This design comes from an exercise in tuning for small area and a short achievable clock period on the open sky130 flow, not from production work. Only simulation tests tie the RTL to the original design; equivalence was not proved. Power figures rest on the tool's default switching activity, not on a simulated workload.

==> flow/design.v <==
package mips_pkg;
   localparam int INSTR_W    = 32;
   localparam int DATA_W     = 32;
   localparam int NUM_REGS   = 32;
   localparam int REG_ADDR_W = 5;
   localparam int IMM_W      = 16;
   localparam int PC_W       = 6;
   localparam logic [5:0] OP_RTYPE = 6'd0;
   localparam logic [5:0] OP_BEQZ  = 6'd4;
   localparam logic [5:0] OP_ADDIU = 6'd9;
   localparam logic [5:0] OP_HALT  = 6'd63;
   localparam logic [5:0] FN_ADDU  = 6'h21;
   localparam logic [5:0] FN_SUBU  = 6'h23;
   localparam logic [5:0] FN_AND   = 6'h24;
   localparam logic [5:0] FN_OR    = 6'h25;
   localparam logic [5:0] FN_SLT   = 6'h2a;
   localparam logic [2:0] ALU_ADD = 3'd0;
   localparam logic [2:0] ALU_SUB = 3'd1;
   localparam logic [2:0] ALU_AND = 3'd2;
   localparam logic [2:0] ALU_OR  = 3'd3;
   localparam logic [2:0] ALU_SLT = 3'd4;
endpackage
`timescale 1ns/10ps
import mips_pkg::*;
module instr_fetch
   (
      input  logic               i_clock,
      input  logic               i_arst_n,
      input  logic               i_run,
      input  logic               i_load_en,
      input  logic [PC_W-1:0]    i_load_addr,
      input  logic [INSTR_W-1:0] i_load_data,
      input  logic               i_branch_taken,
      input  logic [PC_W-1:0]    i_branch_target,
      input  logic               i_is_halt,
      output logic [INSTR_W-1:0] o_instr,
      output logic [PC_W-1:0]    o_pc,
      output logic [PC_W-1:0]    o_pc_plus1,
      output logic               o_running,
      output logic               o_halt
   );
   logic [INSTR_W-1:0] imem [0:(2**PC_W)-1];
   logic [PC_W-1:0]    pc;
   logic               halted;
   always_ff @(posedge i_clock) begin
      if (i_load_en && !i_run) begin
         imem[i_load_addr] <= i_load_data;
      end
   end
   assign o_instr    = imem[pc];
   assign o_pc_plus1 = pc + 1'b1;
   assign o_running  = i_run && !halted;
   always_ff @(posedge i_clock or negedge i_arst_n) begin
      if (!i_arst_n) begin
         pc     <= '0;
         halted <= 1'b0;
      end else if (o_running) begin
         if (i_is_halt) begin
            halted <= 1'b1;
         end else if (i_branch_taken) begin
            pc <= i_branch_target;
         end else begin
            pc <= o_pc_plus1;
         end
      end
   end
   assign o_pc   = pc;
   assign o_halt = halted;
endmodule
`timescale 1ns/10ps
import mips_pkg::*;
module decoder
   (
      input  logic [INSTR_W-1:0]    i_instruction,
      output logic [REG_ADDR_W-1:0] o_reg_a,
      output logic [REG_ADDR_W-1:0] o_reg_b,
      output logic [REG_ADDR_W-1:0] o_reg_w,
      output logic [IMM_W-1:0]      o_immediate,
      output logic [2:0]            o_alu_op,
      output logic                  o_use_imm,
      output logic                  o_wr_en,
      output logic                  o_flag_branch,
      output logic                  o_is_halt
   );
   logic [5:0]            opcode;
   logic [5:0]            funct;
   logic [REG_ADDR_W-1:0] rd;
   assign opcode      = i_instruction[31:26];
   assign o_reg_a     = i_instruction[25:21];
   assign o_reg_b     = i_instruction[20:16];
   assign rd          = i_instruction[15:11];
   assign funct       = i_instruction[5:0];
   assign o_immediate = i_instruction[IMM_W-1:0];
   always_comb begin
      o_reg_w       = rd;
      o_alu_op      = ALU_ADD;
      o_use_imm     = 1'b0;
      o_wr_en       = 1'b0;
      o_flag_branch = 1'b0;
      o_is_halt     = 1'b0;
      case (opcode)
         OP_RTYPE: begin
            o_wr_en = 1'b1;
            case (funct)
               FN_ADDU: o_alu_op = ALU_ADD;
               FN_SUBU: o_alu_op = ALU_SUB;
               FN_AND:  o_alu_op = ALU_AND;
               FN_OR:   o_alu_op = ALU_OR;
               FN_SLT:  o_alu_op = ALU_SLT;
               default: o_wr_en  = 1'b0;
            endcase
         end
         OP_ADDIU: begin
            o_reg_w   = o_reg_b;
            o_use_imm = 1'b1;
            o_wr_en   = 1'b1;
         end
         OP_BEQZ: o_flag_branch = 1'b1;
         OP_HALT: o_is_halt     = 1'b1;
         default: ;
      endcase
   end
endmodule
`timescale 1ns/10ps
import mips_pkg::*;
module register_file
   (
      input  logic                  i_clock,
      input  logic                  i_arst_n,
      input  logic [REG_ADDR_W-1:0] i_reg_a,
      input  logic [REG_ADDR_W-1:0] i_reg_b,
      input  logic [REG_ADDR_W-1:0] i_reg_write,
      input  logic [DATA_W-1:0]     i_data_write,
      input  logic                  i_control_write,
      output logic [DATA_W-1:0]     o_data_a,
      output logic [DATA_W-1:0]     o_data_b
   );
   logic [DATA_W-1:0] regs [0:NUM_REGS-1];
   always_ff @(posedge i_clock or negedge i_arst_n) begin
      if (!i_arst_n) begin
         for (int i = 0; i < NUM_REGS; i++) begin
            regs[i] <= '0;
         end
      end else if (i_control_write && (i_reg_write != '0)) begin
         regs[i_reg_write] <= i_data_write;
      end
   end
   assign o_data_a = (i_reg_a == '0) ? '0 : regs[i_reg_a];
   assign o_data_b = (i_reg_b == '0) ? '0 : regs[i_reg_b];
endmodule
`timescale 1ns/10ps
import mips_pkg::*;
module instr_decode
   (
      input  logic                  i_clock,
      input  logic                  i_arst_n,
      input  logic [INSTR_W-1:0]    i_instruction,
      input  logic [PC_W-1:0]       i_pc_plus1,
      input  logic                  i_running,
      input  logic [DATA_W-1:0]     i_wb_data,
      output logic [DATA_W-1:0]     o_data_a,
      output logic [DATA_W-1:0]     o_data_b,
      output logic [DATA_W-1:0]     o_imm_ext,
      output logic                  o_use_imm,
      output logic [2:0]            o_alu_op,
      output logic                  o_wr_en,
      output logic [REG_ADDR_W-1:0] o_wr_reg,
      output logic                  o_branch_taken,
      output logic [PC_W-1:0]       o_branch_target,
      output logic                  o_is_halt
   );
   logic [REG_ADDR_W-1:0] reg_a;
   logic [REG_ADDR_W-1:0] reg_b;
   logic [IMM_W-1:0]      immediate;
   logic                  dec_wr_en;
   logic                  flag_branch;
   decoder u_decoder_1 (
      .i_instruction (i_instruction),
      .o_reg_a       (reg_a),
      .o_reg_b       (reg_b),
      .o_reg_w       (o_wr_reg),
      .o_immediate   (immediate),
      .o_alu_op      (o_alu_op),
      .o_use_imm     (o_use_imm),
      .o_wr_en       (dec_wr_en),
      .o_flag_branch (flag_branch),
      .o_is_halt     (o_is_halt)
   );
   assign o_wr_en = dec_wr_en && i_running;
   register_file u_register_file_1 (
      .i_clock         (i_clock),
      .i_arst_n        (i_arst_n),
      .i_reg_a         (reg_a),
      .i_reg_b         (reg_b),
      .i_reg_write     (o_wr_reg),
      .i_data_write    (i_wb_data),
      .i_control_write (o_wr_en),
      .o_data_a        (o_data_a),
      .o_data_b        (o_data_b)
   );
   assign o_imm_ext = {{(DATA_W-IMM_W){immediate[IMM_W-1]}}, immediate};
   assign o_branch_target = i_pc_plus1 + o_imm_ext[PC_W-1:0];
   assign o_branch_taken  = flag_branch && (o_data_a == '0) && i_running;
endmodule
`timescale 1ns/10ps
import mips_pkg::*;
module execute
   (
      input  logic [DATA_W-1:0] i_data_a,
      input  logic [DATA_W-1:0] i_data_b,
      input  logic [DATA_W-1:0] i_imm_ext,
      input  logic              i_use_imm,
      input  logic [2:0]        i_alu_op,
      output logic [DATA_W-1:0] o_result
   );
   logic [DATA_W-1:0] operand_b;
   logic              less_than;
   assign operand_b = i_use_imm ? i_imm_ext : i_data_b;
   assign less_than = $signed(i_data_a) < $signed(operand_b);
   always_comb begin
      case (i_alu_op)
         ALU_ADD: o_result = i_data_a + operand_b;
         ALU_SUB: o_result = i_data_a - operand_b;
         ALU_AND: o_result = i_data_a & operand_b;
         ALU_OR:  o_result = i_data_a | operand_b;
         ALU_SLT: o_result = {{(DATA_W-1){1'b0}}, less_than};
         default: o_result = '0;
      endcase
   end
endmodule
`timescale 1ns/10ps
import mips_pkg::*;
module mips_core
   (
      input  logic                  i_clock,
      input  logic                  i_arst_n,
      input  logic                  i_run,
      input  logic                  i_load_en,
      input  logic [PC_W-1:0]       i_load_addr,
      input  logic [INSTR_W-1:0]    i_load_data,
      output logic [PC_W-1:0]       o_pc,
      output logic                  o_halt,
      output logic                  o_wb_en,
      output logic [REG_ADDR_W-1:0] o_wb_reg,
      output logic [DATA_W-1:0]     o_wb_data
   );
   logic [INSTR_W-1:0]    instr;
   logic [PC_W-1:0]       pc_plus1;
   logic                  running;
   logic                  branch_taken;
   logic [PC_W-1:0]       branch_target;
   logic                  is_halt;
   logic [DATA_W-1:0]     data_a;
   logic [DATA_W-1:0]     data_b;
   logic [DATA_W-1:0]     imm_ext;
   logic                  use_imm;
   logic [2:0]            alu_op;
   logic                  wr_en;
   logic [REG_ADDR_W-1:0] wr_reg;
   logic [DATA_W-1:0]     wb_data;
   instr_fetch u_instr_fetch_1 (
      .i_clock         (i_clock),
      .i_arst_n        (i_arst_n),
      .i_run           (i_run),
      .i_load_en       (i_load_en),
      .i_load_addr     (i_load_addr),
      .i_load_data     (i_load_data),
      .i_branch_taken  (branch_taken),
      .i_branch_target (branch_target),
      .i_is_halt       (is_halt),
      .o_instr         (instr),
      .o_pc            (o_pc),
      .o_pc_plus1      (pc_plus1),
      .o_running       (running),
      .o_halt          (o_halt)
   );
   instr_decode u_instr_decode_1 (
      .i_clock         (i_clock),
      .i_arst_n        (i_arst_n),
      .i_instruction   (instr),
      .i_pc_plus1      (pc_plus1),
      .i_running       (running),
      .i_wb_data       (wb_data),
      .o_data_a        (data_a),
      .o_data_b        (data_b),
      .o_imm_ext       (imm_ext),
      .o_use_imm       (use_imm),
      .o_alu_op        (alu_op),
      .o_wr_en         (wr_en),
      .o_wr_reg        (wr_reg),
      .o_branch_taken  (branch_taken),
      .o_branch_target (branch_target),
      .o_is_halt       (is_halt)
   );
   execute u_execute_1 (
      .i_data_a  (data_a),
      .i_data_b  (data_b),
      .i_imm_ext (imm_ext),
      .i_use_imm (use_imm),
      .i_alu_op  (alu_op),
      .o_result  (wb_data)
   );
   assign o_wb_en   = wr_en;
   assign o_wb_reg  = wr_reg;
   assign o_wb_data = wb_data;
endmodule
==> flow/run.sh <==
#!/bin/bash
# synth_recipe.tcl (not shown) runs the flow's synth.tcl, then flattens the netlist and writes it again
# the make line also repeats each setting of config.mk as NAME=value (left out here)
make -C /OpenROAD-flow-scripts/flow DESIGN_CONFIG=/design/flow/config.mk WORK_HOME=/design/flow/orfs CLKGATE_MAP_FILE= SYNTH_SCRIPT=/design/flow/synth_recipe.tcl finish
==> flow/config.mk <==
export PLATFORM = sky130hd
export DESIGN_NAME = mips_core
export DESIGN_NICKNAME = mips_core
export VERILOG_FILES = /design/flow/design.v
export SDC_FILE = /design/flow/constraint.sdc
export NUM_CORES = 8
export LEC_CHECK = 0
export CAP_MARGIN = 20
export CORE_MARGIN = 2
export CORE_UTILIZATION = 30
export SETUP_SLACK_MARGIN = 3
export SLEW_MARGIN = 20
==> flow/constraint.sdc <==
create_clock -name core_clock -period 12.5 [get_ports {i_clock}]
set_input_delay 2.5000 -clock core_clock [delete_from_list [all_inputs] [get_ports {i_clock}]]
set_output_delay 2.5000 -clock core_clock [all_outputs]
set_load 0.01 [all_outputs]
==> run notes <==
==> synth_stat cells, types with 20 or more instances <==
cell type  count
nor2_1       974
mux4_1        23
buf_1         68
a32oi_1       44
nor4_1        56
and3_1        20
o21ai_0      214
a21oi_1      848
o22ai_1       35
nor2b_1       34
mux4_2       592
buf_4         28
nor3_1        73
mux2_2       263
a31oi_1       25
a211oi_1      42
o21bai_1      23
a222oi_1      32
a221oi_1     138
nand4_1      103
nand3_1      160
inv_1        126
ha_1         106
nand2_1      375
edfxtp_1    2048
a32o_1        23
or3_1         34
buf_6         37
a21o_1        23
clkbuf_1     415
a22oi_1      435
dfrtp_1      999
a22o_1       139
buf_2        161
mux2i_1       96
==> flip-flops by register name (all words and copies together) (netlist names) <==
register and cells:
u_instr_fetch_1.imem 2048, u_instr_decode_1.u_register_file_1.regs 992, u_instr_fetch_1.pc 6, u_instr_fetch_1.halted 1
==> cell families (layout without fill, tap and decap cells) <==
kind of cell,count (synthesis),count (layout),synth area share [%]
xor+xnor,9,9,0.0592
buf+inv,856,1728,3.01
simple gates,1935,1935,6.46
mux,978,978,13.5
other cells,0,36,0
fa+ha+maj,109,109,1.04
compound gates,2204,2205,11.0
flops,3047,3047,65.0
==> stage by stage <==
step,worst slack [ns],util [%],instances,area [sq um]
2_1_floorplan,2.35,-,9138,134000
3_3_place_gp,0.400,32.7,14987,144000
3_5_place_dp,0.490,32.7,14989,144000
4_1_cts,1.15,36.2,15867,160000
5_1_grt,0.757,36.4,15917,161000
6_report,0.956,36.4,15951,161000
==> metal layers <==
metal	vias up	GRT usage (%)
li1	37179	-
met1	49694	32.7
met2	7528	36.9
met3	2143	8.75
met4	20	14.0
met5	-	0
==> worst register-to-register path, delay by kind of cell, from the launching register on <==
family	cells	cell delay, ns
AO/OA/AOI/OAI	19	3.49
adder cells (fa/ha/maj)	1	0.25
buffers and inverters	12	2.01
flip-flops	1	0.48
multiplexers	4	1.67
AND/OR/NAND/NOR	5	0.83
==> power by group through the flow <==
stage	Clock, uW	Sequential, uW	Combinational (uW)
floorplan	0	12000	11800
finish	9360	12300	29900
CTS	9440	12200	27400
detailed placement	0	12400	23100
global route	9840	12300	29900
global placement	0	12400	23100
==> what timing repair did <==
action | CTS | global route
pin swaps | 215 | 89
cloned | 20 | 1
setup buffers | 309 | 45
resized for setup | 558 | 130
setup endpoints to repair | 223 | 32
==> area by class of cell <==
type                       count  share of cell area, %
antenna                       36                 0.0560
multi-input combinational   5236                   28.6
clock buffer                 401                   5.23
clock inverter               148                  0.952
tap                         5904                   4.59
timing repair buffer        1050                   6.37
sequential                  3047                   53.8
inverter                     129                  0.372
==> path summary, 6_finish.rpt <==
kind                                                            startpoint                                               to  slack [ns]  cells past startpoint
hold reg to reg            u_instr_decode_1.u_register_file_1.regs[15][16]  u_instr_decode_1.u_register_file_1.regs[15][16]        0.51                      2
hold / removal             u_instr_decode_1.u_register_file_1.regs[15][16]  u_instr_decode_1.u_register_file_1.regs[15][16]        0.51                      2
max in group asynchronous                                         i_arst_n   u_instr_decode_1.u_register_file_1.regs[24][8]        8.21                      3
min in group asynchronous                                         i_arst_n  u_instr_decode_1.u_register_file_1.regs[16][25]        1.68                      1
setup / recovery                                     u_instr_fetch_1.pc[0]                                    o_wb_data[31]        0.96                     39
setup reg to reg                                     u_instr_fetch_1.pc[0]  u_instr_decode_1.u_register_file_1.regs[20][31]        3.65                     41
==> run notes <==
* Status: complete, no violations
* Storage element area at 86500 sq um
* Commonest cells after routing, fill and taps aside: edfxtp_1 (2048), dfrtp_1 (993), nor2_1 (823), a21oi_1 (804), buf_4 (752)
* Slew Viols, Final at 0
* Met2 routed WL at 250000 um
* Yosys warns at 5
* Top Layer Used: met5
* Ranking of synthesized cells by area: edfxtp_1 (46%), dfrtp_1 (19%), mux4_2 (10%)
* Grt ovf at 0
* Asr flop ratio synth at 32.8%
* Ports at 87
* Part of the power in registers at 23.8%
* Post-DRT Antenna Nets at 0
* Fin Setup TNS at 0 ns
* Dpl hpwl at 356000 um
* Max Root-Sink Buffers at 4
* Peak VDD IR at 0.000367 V
* Area fraction of the dominant cell type after synthesis at 46.2%
* Crit path kind: flip-flop to output port
* Seq/Total Area, Yosys at 65.0%
* Unique cell type count in the Yosys netlist at 106
* Cell Area, Synth at 133000 sq um
* CP max FO at 15
* CP bufs+invs at 11
* Leak at 0.0580 uW
* Initial Utilization at 30.1%
* Initial antenna violation count at 52
* Worst path slowest cell: mux4_2
* Area Growth Syn to Fin at 20.9%
* Clk pwr share at 18.2%
* Met3 WL post-DR at 73900 um
* Fin crit share at 92.4%
* Core area at 442000 sq um
* Syn Inst Count at 9138
* Mapped Nets at 9289
* Sw Share at 47.0%
* Pint at 27300 uW
* Tot Pwr at 51500 uW
* First-pass GRT wire length at 789000 um
* Primary FF master, synth: edfxtp_1
* GRT Util Overall at 25.2%
* # setup viols final at 0
* Worst-Margin Slew at 1.22 ns
* Via count at 96564
* Share of layout cells above drive strength 1 at 28.7%
* DRC Markers at 0
* Die span in x at 670 um
* Die ar. at 449000 sq um
* Post-synth EDFFs at 2048
* Fillcell total at 41823
* CTS Buf Count at 310
* Yosys reg bits at 3047
* Hold slack at 0.513 ns
* Most frequent cell on the critical path: buf_4
* 1st-pass router iterations at 14
* CTS sink cnt at 3047
* Synth Area per Inst at 14.6 sq um
* Top delay family on crit path: compound AO/OA/AOI/OAI gates
* Vias/cell at 6.05
* Slew headroom at 18.6%
* Worst EP arrival at 9.04 ns
* Max Clock Freq at 86.6 MHz
* Metal-1 WL at 221000 um
* Hold Crit Class: flip-flop to flip-flop
* Gate power share at 58.0%
* Req. time, crit path at 10.00 ns
* NetSw at 24200 uW
* Vias in the first global route at 91313
* DR WL/cell at 36.8 um
* Buffer type at the clock tree root: clkbuf_16
* Routability cong. at 1.02
* Nets@finish at 9925
* I/O Buffers at 86
* Commonest non-fill, non-tap cell in the layout: edfxtp_1
* Critical path startpoint category: flip-flop
* CTS tree: yes
* Fin crit period at 11.54 ns
* Area of the multi-input gates at 46100 sq um
* Die extent in y at 670 um
* FP Rows at 244
* Final hold viol count at 0
* Pwr per Cell Area at 320 nW/um^2
* Clock latency (worst-skew pair) at 0.93 ns
* Htree depth at 5
* Max stage delay on crit path at 0.52 ns
* Initial drt markers at 17081
* Max_cap viols at 0
* Clock Pin Slew Worst Setup and Hold Paths at 0.07 ns
* RSZ-0062 raised after global routing: true
* Worst setup EP type: output port
* Clock Skew at 0.0812 ns
* Maximum number of pins on one net before global-route repair at 152
* Most area-hungry cell type in the Yosys netlist: edfxtp_1
* Routed WL at 587000 um
* CTS Hold Bufs at 0

separate check: timing with driven ports:
In the flow no input, the clock included, has a driving cell. The finished layout below was timed again as built, in two steps. Step 1 sets driving cells, clkbuf_16 on the clock port and buf_2 on the other inputs (assumed; they add their load-dependent delay and slew). Step 2 times the ports against the registers' clock, not the clock port: input delays grow and output delays shrink by t, the midpoint of the rising clock arrivals with the driver on. Three values: no drivers, after step 1, after step 2; two values: the first two.
t, ns: 0.984
setup WS [ns]: 0.956 / 0.864 / 1.848
hold slack, ns: 0.513 / 0.513 / 0.513
worst setup path after step 2: register to output
After both steps this run still meets setup and hold. For this run, drivers alone change the setup slack by -0.092 ns; drivers and shift together by +0.892 ns.
